From an optimization exercise on the open Yosys and OpenROAD flow, aimed at small area, a short achievable clock period and few clock cycles; shortcuts taken in it are not production practice.
Function was checked by simulation only, so behaviour that the tests miss may differ from the original.
Power is estimated from default activity; no workload was simulated.

Setup of v32:
// imd_top
module imd_top #(
	parameter int REG_WIDTH = imd_pkg::IMD_REG_WIDTH_DEF
) (
	input  logic			clk,
	input  logic			nrst,
	input  logic [3:0]		i_imuldiv_op,		 
	input  logic [REG_WIDTH-1:0]	i_rs_val,
	input  logic [REG_WIDTH-1:0]	i_rt_val,
	input  logic			i_mem_stall,
	input  logic			i_fetch_stall,
	input  logic			i_nullify_execute,
	input  logic			i_nullify_mem,
	input  logic			i_nullify_wb,
	output logic			o_exec_stall,		 
	output logic [REG_WIDTH-1:0]	o_rd_val,
	output logic			o_rd_valid
);
	localparam int W = REG_WIDTH;
	localparam int CW = $clog2(W);
	localparam int K = 4;			 
	localparam int NSTEP = W / K;
	logic		st_prep;	 
	logic		st_mul;		 
	logic		st_mfin;	 
	logic		st_size;	 
	logic		st_norm;	 
	logic		st_div;		 
	logic		st_neg;		 
	logic [W-1:0]	hi, lo;		 
	logic [W-1:0]	d;		 
	logic [W-1:0]	m;		 
	logic [CW-1:0]	cnt;		 
	logic [CW:0]	za, zb;		 
	logic		cy;		 
	logic		md;		 
	logic		short_m;	 
	logic		nl, nd;		 
	logic		neg_l, neg_h;	 
	logic		zl;		 
	logic		hz, lz;		 
	logic		mthi_m, mtlo_m, mthi_w, mtlo_w;
	logic		rd_hi;		 
	logic [W-1:0]	hi_seq, lo_seq;	 
	logic		op_mf, op_mfhi, op_mthi, op_mtlo, op_mul, op_div, op_signed;
	logic		busy, last, fin, stallable;
	logic		free;		 
	logic		adv, ld_arith, ld_mt, wr_mt;
	assign op_mfhi = (i_imuldiv_op == imd_pkg::IMD_MFHI);
	assign op_mf = op_mfhi || (i_imuldiv_op == imd_pkg::IMD_MFLO);
	assign op_mthi = (i_imuldiv_op == imd_pkg::IMD_MTHI);
	assign op_mtlo = (i_imuldiv_op == imd_pkg::IMD_MTLO);
	assign op_mul = (i_imuldiv_op == imd_pkg::IMD_MULT) || (i_imuldiv_op == imd_pkg::IMD_MULTU);
	assign op_div = (i_imuldiv_op == imd_pkg::IMD_DIV) || (i_imuldiv_op == imd_pkg::IMD_DIVU);
	assign op_signed = (i_imuldiv_op == imd_pkg::IMD_MULT) || (i_imuldiv_op == imd_pkg::IMD_DIV);
	assign busy = st_prep || st_mul || st_mfin || st_size || st_norm || st_div || st_neg;
	assign last = (cnt == '0);
	assign fin = (st_mfin && !neg_l) || (st_div && last && !neg_l && !neg_h) || st_neg;
	assign stallable = busy && !fin;
	assign free = !i_mem_stall && !i_fetch_stall;
	assign o_exec_stall = free && op_mf && stallable;
	assign adv = free && !(op_mf && stallable);
	assign ld_arith = free && !i_nullify_execute && (op_mul || op_div);
	assign ld_mt = free && !i_nullify_execute && (op_mthi || op_mtlo);
  ...
Size: ~2,600 cells after synthesis, roughly 170 flip-flops, roughly 22,000 um2 of cells after synthesis.
Settings: LEC_CHECK=0, CAP_MARGIN=20, CORE_MARGIN=2, CORE_UTILIZATION=40, SETUP_SLACK_MARGIN=3.5, SLEW_MARGIN=20; clock period 6.5 ns.
run.sh (not shown) runs the stock make flow with config.mk's settings and CLKGATE_MAP_FILE= SYNTH_SCRIPT=/design/flow/synth_recipe.tcl, a recipe that flattens the netlist after the stock synthesis.
Testbench counts of v32, summed over its fixed seeds: cycles 31,557.
Here is what was changed in the inputs of v13 compared with v32.
==> flow/flow/run.sh (new file) <==
#!/bin/bash
# Standard layout, with the resizer free to change a cell's footprint
# (the platform default pins repairs to the original footprint, which keeps
# the delay-cell port buffers that buffer_ports places).
set -euo pipefail
bash standard.sh MATCH_CELL_FOOTPRINT=0 finish > standard_make.log 2>&1
==> flow/standard.sh (new file) <==
#!/bin/bash
# synth_recipe.tcl (not shown) runs the flow's synth.tcl, then flattens the netlist and writes it again
# the make line also repeats each setting of config.mk as NAME=value (left out here)
make -C /OpenROAD-flow-scripts/flow DESIGN_CONFIG=/design/flow/config.mk WORK_HOME=/design/flow/orfs CLKGATE_MAP_FILE= SYNTH_SCRIPT=/design/flow/synth_recipe.tcl "${@:-finish}"
-- flow/config.mk --
<<< v32, line 9
export CORE_MARGIN = 2
export CORE_UTILIZATION = 40
export SETUP_SLACK_MARGIN = 3.5
export SLEW_MARGIN = 20
>>> v13, line 9
export CORE_MARGIN = 2
export CORE_UTILIZATION = 40
export SETUP_SLACK_MARGIN = 2.5
export SLEW_MARGIN = 20
removed: flow/run.sh
Findings:
v13 vs. v32: clock skew went down by 6.9 ps.
v13 vs. v32: hold-critical path depth rose 1; final instance area fell about 16%.
Between v13 and v32, it is v13 whose worst slew slack as a fraction of its limit is higher, by 8.9 points.
Going from v32 to v13, layout-stage area growth over the synthesis result shrank by 22 points, time the worst path needs with I/O delays and setup now larger, fmax decreased by 0.0039 GHz relative to the old numbers, number of standard cells in the final layout excluding fillers moved down, depth of the worst register-to-register path shows a reduction of 2.
Edits applied to the flow inputs when going from v13 to v23:
==> flow/run.sh (new file) <==
#!/bin/bash
# synth_recipe.tcl (not shown) runs the flow's synth.tcl, then flattens the netlist and writes it again
# the make line also repeats each setting of config.mk as NAME=value (left out here)
make -C /OpenROAD-flow-scripts/flow DESIGN_CONFIG=/design/flow/config.mk WORK_HOME=/design/flow/orfs CLKGATE_MAP_FILE= SYNTH_SCRIPT=/design/flow/synth_recipe.tcl finish
removed: flow/flow/run.sh
removed: flow/standard.sh
[summary]
Sort v13 and v23 by post-route cell area desc -> top: v13
Of the two values seen for launch point of the critical path, lo[0] was produced by v23 and d[2] by v13.
Status: fraction of area in registers parity (v13, v23)
Critical path required time ended up 20 ps higher on v23 than on v13.
There was hardly any difference in global-route track usage on met3 between v23 and v13.
Critical path depth (v23 over v13): decrease, 1

* * *

alpha:
Another version of the RTL of imd_top (not shown whole).
Size: about 2600 cells after synthesis, ~21000 um2 of cells after synthesis.
clock: 6.5 ns
lec_check: 0
cap_margin: 20
core_margin: 2
core_utilization: 40
place_density: 0.45
setup_slack_margin: 2.5
slew_margin: 20
standard.sh (not shown) runs the stock make flow with config.mk's settings and CLKGATE_MAP_FILE= SYNTH_SCRIPT=/design/flow/synth_recipe.tcl, a recipe that flattens the netlist after the stock synthesis.
==> flow/flow/run.sh <==
#!/bin/bash
# Standard layout with two placement/repair knobs changed:
#  - port buffers are plain sky130 buffers (buf_1) instead of the delay cell
#    buffer_ports picks by default; every port still gets its own buffer;
#  - the resizer may change a cell's footprint when it repairs timing.
set -euo pipefail
bash standard.sh MATCH_CELL_FOOTPRINT=0 "BUFFER_PORTS_ARGS=-buffer_cell sky130_fd_sc_hd__buf_1" finish > standard_make.log 2>&1
Testbench counts of alpha, summed over its fixed seeds: cycles 31,558.
### alpha -> beta
# alpha
export LEC_CHECK = 0
export CAP_MARGIN = 20
export CORE_MARGIN = 2
export CORE_UTILIZATION = 40
export PLACE_DENSITY = 0.45
export SETUP_SLACK_MARGIN = 2.5
export SLEW_MARGIN = 20
create_clock -name core_clock -period 6.5 [get_ports {clk}]
# beta
export LEC_CHECK = 0
export CAP_MARGIN = 20
export CORE_MARGIN = 2
export CORE_UTILIZATION = 40
export PLACE_DENSITY = 0.75
export SETUP_SLACK_MARGIN = 2.5
export SLEW_MARGIN = 20
create_clock -name core_clock -period 6.5 [get_ports {clk}]
## What came out
- Diff alpha -> beta: clock network power lower; worst setup margin higher; multi-input gate share of total cell area higher.
- beta gives less total power than alpha did.
- Lower share of the core filled with cells in the final layout goes to beta over alpha.
- Layout multi-input combinational cell count delta (alpha -> beta): insignificant
- The final reports for beta and alpha show first-pass iteration count of the detailed router higher in the former.
- Against alpha, beta comes in 0.90 points lower on share of the clock period used by the worst path.
#### Input delta (gamma over beta)
# beta
export LEC_CHECK = 0
export CAP_MARGIN = 20
export CORE_MARGIN = 2
export CORE_UTILIZATION = 40
export PLACE_DENSITY = 0.75
export SETUP_SLACK_MARGIN = 2.5
export SLEW_MARGIN = 20
create_clock -name core_clock -period 6.5 [get_ports {clk}]
# gamma
export LEC_CHECK = 0
export CAP_MARGIN = 20
export CORE_MARGIN = 2
export CORE_UTILIZATION = 40
export SETUP_SLACK_MARGIN = 3.0
export SLEW_MARGIN = 20
create_clock -name core_clock -period 6.5 [get_ports {clk}]
==> notes.md <==
- Sort gamma and beta by design area, descending, and gamma comes first.
- There was hardly any difference in number of vias per cell between beta and gamma.
- Taking beta as the reference, in gamma power share of the combinational group rose by 3.8 points; count of buffers added by post-CTS timing repair for setup rose by 79; non-clock buffer count rose by 51%.
- Taking beta as the reference, in gamma number of placed instances, taps included neither gained nor lost much, diode insertion count for antenna repair went down, maximum number of pins on one net before global-route repair fell by 8.8%, switching power summed over all nets saw an increase.
Input changes introduced in delta (baseline for comparison: gamma):
# gamma
export LEC_CHECK = 0
export CAP_MARGIN = 20
export CORE_MARGIN = 2
export CORE_UTILIZATION = 40
export SETUP_SLACK_MARGIN = 3.0
export SLEW_MARGIN = 20
create_clock -name core_clock -period 6.5 [get_ports {clk}]
# delta
export LEC_CHECK = 0
export CAP_MARGIN = 20
export CORE_MARGIN = 2
export CORE_UTILIZATION = 60
export SETUP_SLACK_MARGIN = 2.5
export SLEW_MARGIN = 20
create_clock -name core_clock -period 6.5 [get_ports {clk}]
Notes after the runs:
On share of total power in the clock network, delta and gamma are basically level. Against gamma, setup slack after layout in delta came out worse. Buffers inserted during post-CTS setup optimization: lower on delta. Changes observed in delta relative to gamma: area added between synthesis and finish dropped 10 points; combined flip-flop and latch cell area ~0 delta; routed wire length went down; via count normalized by instance count shows an increase of 0.72.
What epsilon does differently from delta at the input level:
# delta
export LEC_CHECK = 0
export CAP_MARGIN = 20
export CORE_MARGIN = 2
export CORE_UTILIZATION = 60
export SETUP_SLACK_MARGIN = 2.5
export SLEW_MARGIN = 20
create_clock -name core_clock -period 6.5 [get_ports {clk}]
# epsilon
export LEC_CHECK = 0
export CAP_MARGIN = 20
export CORE_MARGIN = 2
export CORE_UTILIZATION = 40
export SETUP_SLACK_MARGIN = 2.5
export SLEW_MARGIN = 20
create_clock -name core_clock -period 6.5 [get_ports {clk}]
==> flow/run.sh (new file) <==
#!/bin/bash
# synth_recipe.tcl (not shown) runs the flow's synth.tcl, then flattens the netlist and writes it again
# the make line also repeats each setting of config.mk as NAME=value (left out here)
make -C /OpenROAD-flow-scripts/flow DESIGN_CONFIG=/design/flow/config.mk WORK_HOME=/design/flow/orfs CLKGATE_MAP_FILE= SYNTH_SCRIPT=/design/flow/synth_recipe.tcl finish
removed: flow/flow/run.sh
removed: flow/standard.sh
Findings:
- As far as maximum level of the CTS H-tree goes, epsilon and delta are indistinguishable; the numbers are identical.
- Re count of clock-buffer cells in the layout: delta and epsilon aren't equal, and the lower value belongs to epsilon.
- Delta (epsilon minus delta): starting utilization of the core area now smaller; number of diodes down 2; post-route worst hold slack now larger.
- Cell type of the slowest stage on the worst timing path: sky130_fd_sc_hd__edfxtp_1 -> delta, sky130_fd_sc_hd__fa_1 -> epsilon
- epsilon vs delta — area enclosed by the die boundary rose about 50%.
- As far as clock network power share is concerned, delta and epsilon perform about the same.
- When epsilon is measured against delta, its routability congestion estimate from global placement turns out 1.9% lower.
- Compared to delta, the routing of epsilon uses more wire.
- Looking at total of cells resized after clock tree synthesis, epsilon sits 46 higher than delta does.
- Run comparison: delta endpoint of the worst setup timing path hi[11]$_DFFE_PP_; epsilon endpoint of the worst setup timing path hi[26]$_DFFE_PP_

* * *

Starting RTL as in the previous note.
==> flow/config.mk <==
export PLATFORM = sky130hd
export DESIGN_NAME = imd_top
export DESIGN_NICKNAME = imd_top
export VERILOG_FILES = /design/flow/design.v
export SDC_FILE = /design/flow/constraint.sdc
export NUM_CORES = 4
export LEC_CHECK = 0
export CAP_MARGIN = 20
export CORE_MARGIN = 2
export CORE_UTILIZATION = 40
export SETUP_SLACK_MARGIN = 2.75
export SLEW_MARGIN = 20
export TNS_END_PERCENT = 10
==> flow/constraint.sdc <==
create_clock -name core_clock -period 6.5 [get_ports {clk}]
set_input_delay 1.3000 -clock core_clock [delete_from_list [all_inputs] [get_ports {clk}]]
set_output_delay 1.3000 -clock core_clock [all_outputs]
set_load 0.01 [all_outputs]
==> flow/flow/run.sh <==
#!/bin/bash
# Standard layout with two placement/repair knobs changed:
#  - port buffers are plain sky130 buffers (buf_1) instead of the delay cell
#    buffer_ports picks by default; every port still gets its own buffer;
#  - the resizer may change a cell's footprint when it repairs timing.
set -euo pipefail
bash standard.sh MATCH_CELL_FOOTPRINT=0 "BUFFER_PORTS_ARGS=-buffer_cell sky130_fd_sc_hd__buf_1" finish > standard_make.log 2>&1
The starting point ran to the end with no violations.
Testbench counts at the start, summed over its fixed seeds: cycles 31,558.
Rerun with:
Settings changed: ABC_AREA set to 1, SETUP_SLACK_MARGIN 2.75 to 2.5, TNS_END_PERCENT 10 to unset.
The changed run went through all stages and came out clean. Count of clock-buffer cells in the layout stays the same. Worst setup slack got worse by 8.7 ps. Synthesized cell count is higher by 44%. Clock skew decreases by 11 ps. Via count climbs by 18%. Cell count grows by 35%. Core utilization fell by 2.8 points. Hold slack degrades by 47 ps. Die area came out higher by 12%. Final area grows by 5.4%.
Rerun with:
Settings changed: ABC_AREA 1 to unset.
Effect: Sequential power stays flat; core utilization increases by 1.8 points; design area fell by 7.3%; worst setup slack degrades by 40 ps; fmax goes down by 1.0%; worst hold slack improves by 44 ps; clock power climbs by about 9%; wire length is lower by 13%; power shrinks by 7.9%; synthesized cell count fell by 31%.
Rerun with:
Settings changed: TNS_END_PERCENT set to 10.
Outcome: The changed run finished clean. Register-to-register slack gets worse by 70 ps. Final area stays flat. Worst hold slack is about the same.

[static timing again, ports no longer ideal]
The flow's constraints put no driver on any port. The routed layouts listed below were extracted and timed again, unchanged, in two steps. Step 1 (the two cells are an assumption about what drives the block):
set clk [get_ports {clk}]
set_driving_cell -lib_cell sky130_fd_sc_hd__clkbuf_16 $clk
set_driving_cell -lib_cell sky130_fd_sc_hd__buf_2 [delete_from_list [all_inputs] $clk]
Step 2 also shifts input and output timing later by t, the mid clock arrival at the registers, as if the neighbouring blocks saw the same clock. a / b / c = ideal / step 1 / step 2; a / b = the first two.
| run | t (ns) | slack for setup (ns) | worst slew at a driven data input, ns | pins driven straight from the clock port |
|---|---|---|---|---|
| v32 | 0.525 | 2.331 / 2.331 / 2.315 | 0.08 | 1 |
| v13 | 0.514 | 2.262 / 2.262 / 1.883 | 0.04 | 1 |
| v23 | 0.520 | 2.352 / 2.352 / 1.956 | 0.06 | 1 |
| alpha | 0.568 | 2.456 / 2.452 / 1.927 | 0.05 | 1 |
| beta | 0.551 | 2.515 / 2.524 / 2.000 | 0.09 | 1 |
| gamma | 0.546 | 2.627 / 2.627 / 2.327 | 0.04 | 1 |
| delta | 0.518 | 2.437 / 2.437 / 2.057 | 0.05 | 1 |
| epsilon | 0.572 | 2.438 / 2.438 / 1.917 | 0.04 | 1 |
| the first run of note 3 | 0.574 | 2.543 / 2.580 / 2.007 | 0.04 | 1 |
| the second run of note 3 | 0.516 | 2.534 / 2.534 / 2.074 | 0.04 | 1 |
| the third run of note 3 | 0.579 | 2.494 / 2.494 / 2.068 | 0.04 | 1 |
| the fourth run of note 3 | 0.581 | 2.421 / 2.421 / 1.963 | 0.04 | 1 |
After both steps setup and hold are still met in every run listed. The setup slack of the first run of note 3, which loses most, moves by +0.037 ns with the drivers and by -0.536 ns with both steps.
